Source: an optimization exercise on an open RTL-to-GDS flow (aim: a short achievable clock period and few clock cycles). Production flows keep margins and buffers that such runs may drop. The RTL was checked by simulation tests, not by an equivalence proof against the original design.

==> inputs of run a <==
==> flow/design.v <==
package procesador_multiciclo_pkg;
   localparam logic [5:0] OP_RTYPE = 6'h00;
   localparam logic [5:0] OP_ADDI  = 6'h08;
   localparam logic [5:0] OP_LW    = 6'h23;
   localparam logic [5:0] OP_SW    = 6'h2B;
   localparam logic [5:0] OP_BEQ   = 6'h04;
   localparam logic [5:0] OP_J     = 6'h02;
   localparam logic [5:0] FN_ADD = 6'h20;
   localparam logic [5:0] FN_SUB = 6'h22;
   localparam logic [5:0] FN_AND = 6'h24;
   localparam logic [5:0] FN_OR  = 6'h25;
   localparam logic [5:0] FN_SLT = 6'h2A;
endpackage
module banco_reg_param #(
   parameter int DW = 32
) (
   input  logic          clk,
   input  logic          rst_n,
   input  logic [4:0]    ra1,
   input  logic [4:0]    ra2,
   output logic [DW-1:0] rd1,
   output logic [DW-1:0] rd2,
   input  logic          we,
   input  logic [4:0]    wa,
   input  logic [DW-1:0] wd
);
   logic [31:0][DW-1:0] regs;
   always_ff @(posedge clk or negedge rst_n) begin
      if (!rst_n)                 regs     <= '0;
      else if (we && wa != 5'd0)  regs[wa] <= wd;
   end
   assign rd1 = (ra1 == 5'd0) ? '0 : regs[ra1];
   assign rd2 = (ra2 == 5'd0) ? '0 : regs[ra2];
endmodule
module procesador_multiciclo #(
   parameter int            DW       = 32,
   parameter int            AW       = 8,
   parameter logic [AW-1:0] RESET_PC = '0
) (
   input  logic          clk,
   input  logic          rst_n,
   output logic          mem_req,
   output logic          mem_we,
   output logic [AW-1:0] mem_addr,
   output logic [DW-1:0] mem_wdata,
   input  logic [DW-1:0] mem_rdata,
   input  logic          mem_ack,
   output logic          halted,
   output logic [AW-1:0] pc_dbg
);
   logic        req_q, we_q, dat_q;      
   logic [5:0]  addr_q;
   logic [31:0] wdata_q;
   logic [5:0]  pc_n;                    
   logic        d_v, d_pt;
   logic [31:0] d_ir;
   logic [5:0]  d_pc, d_alt;
   logic        e_v;
   logic [31:0] e_a, e_b;
   logic [4:0]  e_dst;
   logic        e_wen, e_add, e_sub, e_and, e_or, e_slt, e_lw, e_beq, e_ill, e_pt;
   logic [5:0]  e_alt, e_pc1;
   logic        halted_q;
   logic [AW-1:0] pc_dbg_q;
   wire adv = !req_q || mem_ack;
   wire        f_arr = req_q && !dat_q;             
   wire [31:0] f_w   = mem_rdata;
   wire [5:0]  f_pc  = addr_q;
   wire        f_j   = f_w[31:26] == procesador_multiciclo_pkg::OP_J;
   wire        f_beq = f_w[31:26] == procesador_multiciclo_pkg::OP_BEQ;
   wire [5:0]  f_pc1 = f_pc + 6'd1;
   wire [5:0]  f_bt  = f_pc1 + f_w[5:0];
   wire        f_pt  = f_j || (f_beq && (f_w[15] || f_w[25:21] == f_w[20:16]));
   wire [5:0]  f_tgt = f_j ? f_w[5:0] : f_bt;
   wire [5:0]  f_nxt = f_pt ? f_tgt : f_pc1;
   logic [31:0] rv1, rv2, e_res;
   logic        rf_we;
   banco_reg_param #(.DW(32)) u_rf (
      .clk   (clk),
      .rst_n (rst_n),
      .ra1   (d_ir[25:21]),
      .ra2   (d_ir[20:16]),
      .rd1   (rv1),
      .rd2   (rv2),
      .we    (rf_we),
      .wa    (e_dst),
      .wd    (e_res)
   );
   wire [5:0]  d_op   = d_ir[31:26];
   wire [5:0]  d_fn   = d_ir[5:0];
   wire [4:0]  d_rs   = d_ir[25:21];
   wire [4:0]  d_rt   = d_ir[20:16];
   wire        d_r    = d_op == procesador_multiciclo_pkg::OP_RTYPE;
   wire        d_fadd = d_fn == procesador_multiciclo_pkg::FN_ADD;
   wire        d_fsub = d_fn == procesador_multiciclo_pkg::FN_SUB;
   wire        d_fand = d_fn == procesador_multiciclo_pkg::FN_AND;
   wire        d_for  = d_fn == procesador_multiciclo_pkg::FN_OR;
   wire        d_fslt = d_fn == procesador_multiciclo_pkg::FN_SLT;
   wire        d_rok  = d_r && (d_fadd || d_fsub || d_fand || d_for || d_fslt);
   wire        d_addi = d_op == procesador_multiciclo_pkg::OP_ADDI;
   wire        d_lw   = d_op == procesador_multiciclo_pkg::OP_LW;
   wire        d_sw   = d_op == procesador_multiciclo_pkg::OP_SW;
   wire        d_beq  = d_op == procesador_multiciclo_pkg::OP_BEQ;
   wire        d_j    = d_op == procesador_multiciclo_pkg::OP_J;
   wire        d_ill  = !(d_rok || d_addi || d_lw || d_sw || d_beq || d_j);
   wire [4:0]  d_dst  = d_r ? d_ir[15:11] : d_rt;
   wire        d_wen  = (d_rok || d_addi || d_lw) && d_dst != 5'd0;
   wire        fw1    = e_v && e_wen && e_dst == d_rs;
   wire        fw2    = e_v && e_wen && e_dst == d_rt;
   wire [31:0] d_a    = fw1 ? e_res : rv1;
   wire [31:0] d_b    = fw2 ? e_res : rv2;
   wire [31:0] d_simm = {{16{d_ir[15]}}, d_ir[15:0]};
   wire [31:0] d_base = (fw1 && e_lw) ? mem_rdata : rv1;
   wire [7:0]  d_ea   = d_base[7:0] + d_ir[7:0];
   wire        d_mem  = d_v && (d_lw || d_sw);
   wire        d_rply = d_mem && fw1 && !e_lw;
   always_comb begin
      e_res = ({32{e_add}} & (e_a + e_b)) | ({32{e_sub}} & (e_a - e_b)) |
              ({32{e_and}} & (e_a & e_b)) | ({32{e_or}} & (e_a | e_b)) |
              ({32{e_slt}} & {31'd0, $signed(e_a) < $signed(e_b)}) |
              ({32{e_lw}} & mem_rdata);
   end
   wire x_mis  = e_v && e_beq && ((e_a == e_b) != e_pt);
   wire x_halt = e_v && e_ill;
   assign rf_we = adv && e_v && e_wen;
   always_ff @(posedge clk or negedge rst_n) begin
      if (!rst_n) begin
         req_q    <= 1'b0;
         we_q     <= 1'b0;
         dat_q    <= 1'b0;
         addr_q   <= RESET_PC[7:2];
         wdata_q  <= '0;
         pc_n     <= RESET_PC[7:2];
         d_v      <= 1'b0;
         e_v      <= 1'b0;
         halted_q <= 1'b0;
         pc_dbg_q <= '0;
      end else if (adv && !halted_q) begin
         e_v <= d_v && !x_mis && !x_halt && !d_rply;
         d_v <= f_arr && !x_mis && !x_halt && !d_rply;
         req_q <= 1'b1;
         we_q  <= 1'b0;
         dat_q <= 1'b0;
         if (x_halt) begin
            req_q    <= 1'b0;
            halted_q <= 1'b1;
            pc_dbg_q <= {e_pc1, 2'b00};
         end else if (x_mis) begin
            addr_q <= e_alt;
         end else if (d_rply) begin
            addr_q <= d_pc;
         end else if (d_mem) begin
            dat_q   <= 1'b1;
            we_q    <= d_sw;
            addr_q  <= d_ea[7:2];
            wdata_q <= d_b;
            pc_n    <= f_arr ? f_nxt : pc_n;
         end else begin
            addr_q <= f_arr ? f_nxt : pc_n;
         end
      end
   end
   always_ff @(posedge clk) begin
      if (adv) begin
         if (f_arr) begin
            d_ir  <= f_w;
            d_pc  <= f_pc;
            d_pt  <= f_pt;
            d_alt <= f_pt ? f_pc1 : f_bt;
         end
         e_a   <= d_a;
         e_b   <= d_addi ? d_simm : d_b;
         e_dst <= d_dst;
         e_wen <= d_wen;
         e_add <= (d_r && d_fadd) || d_addi;
         e_sub <= d_r && d_fsub;
         e_and <= d_r && d_fand;
         e_or  <= d_r && d_for;
         e_slt <= d_r && d_fslt;
         e_lw  <= d_lw;
         e_beq <= d_beq;
         e_ill <= d_ill;
         e_pt  <= d_pt;
         e_alt <= d_alt;
         e_pc1 <= d_pc + 6'd1;
      end
   end
   assign mem_req   = req_q;
   assign mem_we    = we_q;
   assign mem_addr  = {addr_q, 2'b00};
   assign mem_wdata = wdata_q;
   assign halted    = halted_q;
   assign pc_dbg    = pc_dbg_q;
endmodule
==> flow/run.sh <==
#!/bin/bash
# synth_recipe.tcl (not shown) runs the flow's synth.tcl, then flattens the netlist and writes it again
# the make line also repeats each setting of config.mk as NAME=value (left out here)
make -C /OpenROAD-flow-scripts/flow DESIGN_CONFIG=/design/flow/config.mk WORK_HOME=/design/flow/orfs CLKGATE_MAP_FILE= SYNTH_SCRIPT=/design/flow/synth_recipe.tcl finish
==> flow/config.mk <==
export PLATFORM = sky130hd
export DESIGN_NAME = procesador_multiciclo
export DESIGN_NICKNAME = procesador_multiciclo
export VERILOG_FILES = /design/flow/design.v
export SDC_FILE = /design/flow/constraint.sdc
export NUM_CORES = 4
export LEC_CHECK = 0
export ABC_CLOCK_PERIOD_IN_PS = 3000
export CAP_MARGIN = 20
export CORE_MARGIN = 2
export CORE_UTILIZATION = 35
export SETUP_SLACK_MARGIN = 3.0
export SLEW_MARGIN = 20
==> flow/constraint.sdc <==
create_clock -name core_clock -period 6.5 [get_ports {clk}]
set_input_delay 1.3000 -clock core_clock [delete_from_list [all_inputs] [get_ports {clk}]]
set_output_delay 1.3000 -clock core_clock [all_outputs]
set_load 0.01 [all_outputs]
==> run b: changes against run a <==
--- a/flow/design.v
+++ b/flow/design.v
@@ -16,21 +16,33 @@
 ) (
    input  logic          clk,
    input  logic          rst_n,
-   input  logic [4:0]    ra1,
-   input  logic [4:0]    ra2,
+   input  logic [31:0]   rs1,
+   input  logic [31:0]   rs2,
+   input  logic [31:0]   rs3,
    output logic [DW-1:0] rd1,
    output logic [DW-1:0] rd2,
-   input  logic          we,
-   input  logic [4:0]    wa,
+   output logic [7:0]    rd3,
+   input  logic [31:0]   ws,
    input  logic [DW-1:0] wd
 );
    logic [31:0][DW-1:0] regs;
    always_ff @(posedge clk or negedge rst_n) begin
-      if (!rst_n)                 regs     <= '0;
-      else if (we && wa != 5'd0)  regs[wa] <= wd;
-   end
-   assign rd1 = (ra1 == 5'd0) ? '0 : regs[ra1];
-   assign rd2 = (ra2 == 5'd0) ? '0 : regs[ra2];
+      if (!rst_n) regs <= '0;
+      else begin
+         for (int i = 1; i < 32; i++)
+            if (ws[i]) regs[i] <= wd;
+      end
+   end
+   always_comb begin
+      rd1 = '0;
+      rd2 = '0;
+      rd3 = '0;
+      for (int i = 1; i < 32; i++) begin
+         rd1 = rd1 | ({DW{rs1[i]}} & regs[i]);
+         rd2 = rd2 | ({DW{rs2[i]}} & regs[i]);
+         rd3 = rd3 | ({8{rs3[i]}} & regs[i][7:0]);
+      end
+   end
 endmodule
 module procesador_multiciclo #(
    parameter int            DW       = 32,
@@ -54,37 +66,57 @@
    logic [5:0]  pc_n;                    
    logic        d_v, d_pt;
    logic [31:0] d_ir;
+   logic [31:0] d_rs_oh, d_rt_oh;        
+   logic [31:0] d_ra_oh;                 
    logic [5:0]  d_pc, d_alt;
    logic        e_v;
    logic [31:0] e_a, e_b;
    logic [4:0]  e_dst;
+   logic [31:0] e_dst_oh;
+   logic        w_we;
+   logic [4:0]  w_dst;
+   logic [31:0] w_ws, w_res;
    logic        e_wen, e_add, e_sub, e_and, e_or, e_slt, e_lw, e_beq, e_ill, e_pt;
    logic [5:0]  e_alt, e_pc1;
+   logic [63:0] bh_v, bh_t;              
+   logic [5:0]  e_pc;
    logic        halted_q;
    logic [AW-1:0] pc_dbg_q;
    wire adv = !req_q || mem_ack;
-   wire        f_arr = req_q && !dat_q;             
-   wire [31:0] f_w   = mem_rdata;
-   wire [5:0]  f_pc  = addr_q;
+   logic [31:0] ib_d [0:31];             
+   logic [31:0] ib_t, ib_v;              
+   logic [5:0]  ib_g [0:31];             
+   logic [31:0] ib_j, ib_b, ib_s;        
+   wire        m_arr = req_q && !dat_q;             
+   wire        i_hit = ib_v[pc_n[4:0]] && ib_t[pc_n[4:0]] == pc_n[5];
+   wire        i_arr = req_q && dat_q && i_hit;     
+   wire        f_arr = m_arr || i_arr;
+   wire [31:0] f_w   = m_arr ? mem_rdata : ib_d[pc_n[4:0]];
+   wire [5:0]  f_pc  = m_arr ? addr_q : pc_n;
    wire        f_j   = f_w[31:26] == procesador_multiciclo_pkg::OP_J;
    wire        f_beq = f_w[31:26] == procesador_multiciclo_pkg::OP_BEQ;
    wire [5:0]  f_pc1 = f_pc + 6'd1;
    wire [5:0]  f_bt  = f_pc1 + f_w[5:0];
-   wire        f_pt  = f_j || (f_beq && (f_w[15] || f_w[25:21] == f_w[20:16]));
+   wire        f_hv  = bh_v[f_pc];
+   wire        f_ht  = bh_t[f_pc];
+   wire        f_pt  = f_j || (f_beq && (f_hv ? f_ht : (f_w[15] || f_w[25:21] == f_w[20:16])));
    wire [5:0]  f_tgt = f_j ? f_w[5:0] : f_bt;
-   wire [5:0]  f_nxt = f_pt ? f_tgt : f_pc1;
+   wire [4:0]  n_i   = pc_n[4:0];
+   wire        n_pt  = ib_j[n_i] || (ib_b[n_i] && (bh_v[pc_n] ? bh_t[pc_n] : ib_s[n_i]));
+   wire [5:0]  f_nxt = m_arr ? (f_pt ? f_tgt : f_pc1) : (n_pt ? ib_g[n_i] : pc_n + 6'd1);
    logic [31:0] rv1, rv2, e_res;
-   logic        rf_we;
+   logic [7:0]  rva;
    banco_reg_param #(.DW(32)) u_rf (
       .clk   (clk),
       .rst_n (rst_n),
-      .ra1   (d_ir[25:21]),
-      .ra2   (d_ir[20:16]),
+      .rs1   (d_rs_oh),
+      .rs3   (d_ra_oh),
+      .rd3   (rva),
+      .rs2   (d_rt_oh),
       .rd1   (rv1),
       .rd2   (rv2),
-      .we    (rf_we),
-      .wa    (e_dst),
-      .wd    (e_res)
+      .ws    (w_ws),
+      .wd    (w_res)
    );
    wire [5:0]  d_op   = d_ir[31:26];
    wire [5:0]  d_fn   = d_ir[5:0];
@@ -107,22 +139,31 @@
    wire        d_wen  = (d_rok || d_addi || d_lw) && d_dst != 5'd0;
    wire        fw1    = e_v && e_wen && e_dst == d_rs;
    wire        fw2    = e_v && e_wen && e_dst == d_rt;
-   wire [31:0] d_a    = fw1 ? e_res : rv1;
-   wire [31:0] d_b    = fw2 ? e_res : rv2;
    wire [31:0] d_simm = {{16{d_ir[15]}}, d_ir[15:0]};
-   wire [31:0] d_base = (fw1 && e_lw) ? mem_rdata : rv1;
-   wire [7:0]  d_ea   = d_base[7:0] + d_ir[7:0];
+   function automatic logic [31:0] fwd(input logic f, input logic [31:0] base);
+      fwd = ({32{f && e_add}} & x_sum) | ({32{f && e_sub}} & x_dif) | ({32{f}} & x_log) |
+            ({32{!f}} & base);
+   endfunction
+   wire [31:0] b1     = (w_we && w_dst == d_rs) ? w_res : rv1;
+   wire [31:0] b2     = (w_we && w_dst == d_rt) ? w_res : rv2;
+   wire [31:0] d_a    = fwd(fw1, b1);
+   wire [31:0] d_b    = fwd(fw2, b2);
+   wire [31:0] d_bop  = fwd(fw2 && !d_addi, d_addi ? d_simm : b2);
+   wire [7:0]  d_ea   = ((w_we && w_dst == d_rs) ? w_res[7:0] : rva) + d_ir[7:0];
    wire        d_mem  = d_v && (d_lw || d_sw);
-   wire        d_rply = d_mem && fw1 && !e_lw;
+   wire        d_rply = d_mem && fw1;
+   wire [31:0] x_sum = e_a + e_b;
+   wire [31:0] x_dif = e_a - e_b;
+   wire [31:0] x_log = ({32{e_and}} & (e_a & e_b)) | ({32{e_or}} & (e_a | e_b)) |
+                       ({32{e_slt}} & {31'd0, $signed(e_a) < $signed(e_b)}) |
+                       ({32{e_lw}} & mem_rdata);
    always_comb begin
-      e_res = ({32{e_add}} & (e_a + e_b)) | ({32{e_sub}} & (e_a - e_b)) |
-              ({32{e_and}} & (e_a & e_b)) | ({32{e_or}} & (e_a | e_b)) |
-              ({32{e_slt}} & {31'd0, $signed(e_a) < $signed(e_b)}) |
-              ({32{e_lw}} & mem_rdata);
-   end
-   wire x_mis  = e_v && e_beq && ((e_a == e_b) != e_pt);
+      e_res = ({32{e_add}} & x_sum) | ({32{e_sub}} & x_dif) | x_log;
+   end
+   wire x_eq   = e_a == e_b;
+   wire x_mis  = e_v && e_beq && (x_eq != e_pt);
    wire x_halt = e_v && e_ill;
-   assign rf_we = adv && e_v && e_wen;
+   wire sel_d  = d_mem && !fw1 && !x_mis && !x_halt;
    always_ff @(posedge clk or negedge rst_n) begin
       if (!rst_n) begin
          req_q    <= 1'b0;
@@ -133,44 +174,67 @@
          pc_n     <= RESET_PC[7:2];
          d_v      <= 1'b0;
          e_v      <= 1'b0;
+         w_we     <= 1'b0;
+         w_ws     <= '0;
          halted_q <= 1'b0;
          pc_dbg_q <= '0;
+         bh_v     <= '0;
+         bh_t     <= '0;
+         ib_v     <= '0;
       end else if (adv && !halted_q) begin
+         if (m_arr) begin
+            ib_v[addr_q[4:0]] <= 1'b1;
+            ib_t[addr_q[4:0]] <= addr_q[5];
+            ib_j[addr_q[4:0]] <= f_j;
+            ib_b[addr_q[4:0]] <= f_beq;
+            ib_s[addr_q[4:0]] <= f_w[15] || f_w[25:21] == f_w[20:16];
+         end
+         if (e_v && e_beq) begin
+            bh_v[e_pc] <= 1'b1;
+            bh_t[e_pc] <= x_eq;
+         end
+         w_we <= e_v && e_wen;
+         w_ws <= (e_v && e_wen) ? e_dst_oh : 32'd0;
          e_v <= d_v && !x_mis && !x_halt && !d_rply;
          d_v <= f_arr && !x_mis && !x_halt && !d_rply;
          req_q <= 1'b1;
          we_q  <= 1'b0;
          dat_q <= 1'b0;
+         addr_q <= sel_d ? d_ea[7:2] : x_mis ? e_alt : d_rply ? d_pc : (f_arr ? f_nxt : pc_n);
          if (x_halt) begin
             req_q    <= 1'b0;
             halted_q <= 1'b1;
             pc_dbg_q <= {e_pc1, 2'b00};
-         end else if (x_mis) begin
-            addr_q <= e_alt;
-         end else if (d_rply) begin
-            addr_q <= d_pc;
-         end else if (d_mem) begin
+         end else if (sel_d) begin
             dat_q   <= 1'b1;
             we_q    <= d_sw;
-            addr_q  <= d_ea[7:2];
             wdata_q <= d_b;
             pc_n    <= f_arr ? f_nxt : pc_n;
-         end else begin
-            addr_q <= f_arr ? f_nxt : pc_n;
          end
       end
    end
    always_ff @(posedge clk) begin
+      if (adv && m_arr) begin
+         ib_d[addr_q[4:0]] <= mem_rdata;
+         ib_g[addr_q[4:0]] <= f_tgt;
+      end
       if (adv) begin
          if (f_arr) begin
             d_ir  <= f_w;
+            d_rs_oh <= 32'd1 << f_w[25:21];
+            d_ra_oh <= (f_w[31:26] == procesador_multiciclo_pkg::OP_LW ||
+                        f_w[31:26] == procesador_multiciclo_pkg::OP_SW) ? 32'd1 << f_w[25:21] : 32'd0;
+            d_rt_oh <= 32'd1 << f_w[20:16];
             d_pc  <= f_pc;
             d_pt  <= f_pt;
             d_alt <= f_pt ? f_pc1 : f_bt;
          end
          e_a   <= d_a;
-         e_b   <= d_addi ? d_simm : d_b;
+         e_b   <= d_bop;
+         w_dst <= e_dst;
+         w_res <= e_res;
          e_dst <= d_dst;
+         e_dst_oh <= 32'd1 << d_dst;
          e_wen <= d_wen;
          e_add <= (d_r && d_fadd) || d_addi;
          e_sub <= d_r && d_fsub;
@@ -182,6 +246,7 @@
          e_ill <= d_ill;
          e_pt  <= d_pt;
          e_alt <= d_alt;
+         e_pc  <= d_pc;
          e_pc1 <= d_pc + 6'd1;
       end
    end
Settings changed: CORE_UTILIZATION 35 to 50, SETUP_SLACK_MARGIN 3.0 to 4.0.
==> summary.md <==
| Metric | Value |
|---|---|
| Status | `complete, no violations` |
| Non-Filler Instances | `8,819` |
| XOR/XNOR Fraction of Synth Area | `0.00739` |
| Register area | `0.0311 sq mm` |
| Synth Register Bits | `1,216` |
| Largest net degree at the start of global routing | `179` |
| WL final | `259 mm` |
| Die H | `439 microns` |
| Routed len/inst | `29.4 microns` |
| Multi-In Gates | `4,279` |
| Crit share post-route | `0.611` |
| Post-DP HPWL | `134 mm` |
| Dominant synthesized flop cell | `dfrtp_1` |
| Met3 GRT Util | `0.0699` |
That was run a.
==> summary.md <==
| Metric | Value |
|---|---|
| Post-DP HPWL | `303 mm` |
| Die H | `517 microns` |
| Routed len/inst | `41.9 microns` |
| Dominant synthesized flop cell | `edfxtp_1` |
| Crit share post-route | `0.697` |
| Largest net degree at the start of global routing | `171` |
| WL final | `578 mm` |
| Met3 GRT Util | `0.145` |
| Non-Filler Instances | `13,800` |
| Multi-In Gates | `5,303` |
| Register area | `0.0806 sq mm` |
| Status | `complete, no violations` |
| Synth Register Bits | `2,887` |
That was run b.
Testbench counts of run a, summed over its fixed seeds: cycles 87,047.
Testbench counts of run b, summed over its fixed seeds: cycles 76,225.

[afterwards: timing with drivers on the ports]
No port has a modelled driver above. Below, the same layouts with a new extraction and two added sets of constraints. Step 1, drivers: a clkbuf_16 drives clk and a buf_2 each remaining input, both assumed. Step 2 also shifts input and output timing later by t, the mid clock arrival at the registers, as if the neighbouring blocks saw the same clock. Three values: ideal, step 1, step 2; two values: the first two.
run | t, ns | setup slack, ns | worst hold slack (ns) | clock arrival spread, ns | cell pins on the clock port's net
run a | 0.867 | 2.527 / 2.527 / 2.172 | 0.387 / 0.387 / 0.387 | 0.043 / 0.043 | 1
run b | 0.990 | 1.969 / 1.969 / 1.654 | 0.307 / 0.324 / 0.428 | 0.059 / 0.060 | 1
After both steps every run listed still meets setup and hold. For run a, which loses most, drivers alone change the setup slack by 0.000 ns; drivers and shift together by -0.355 ns.
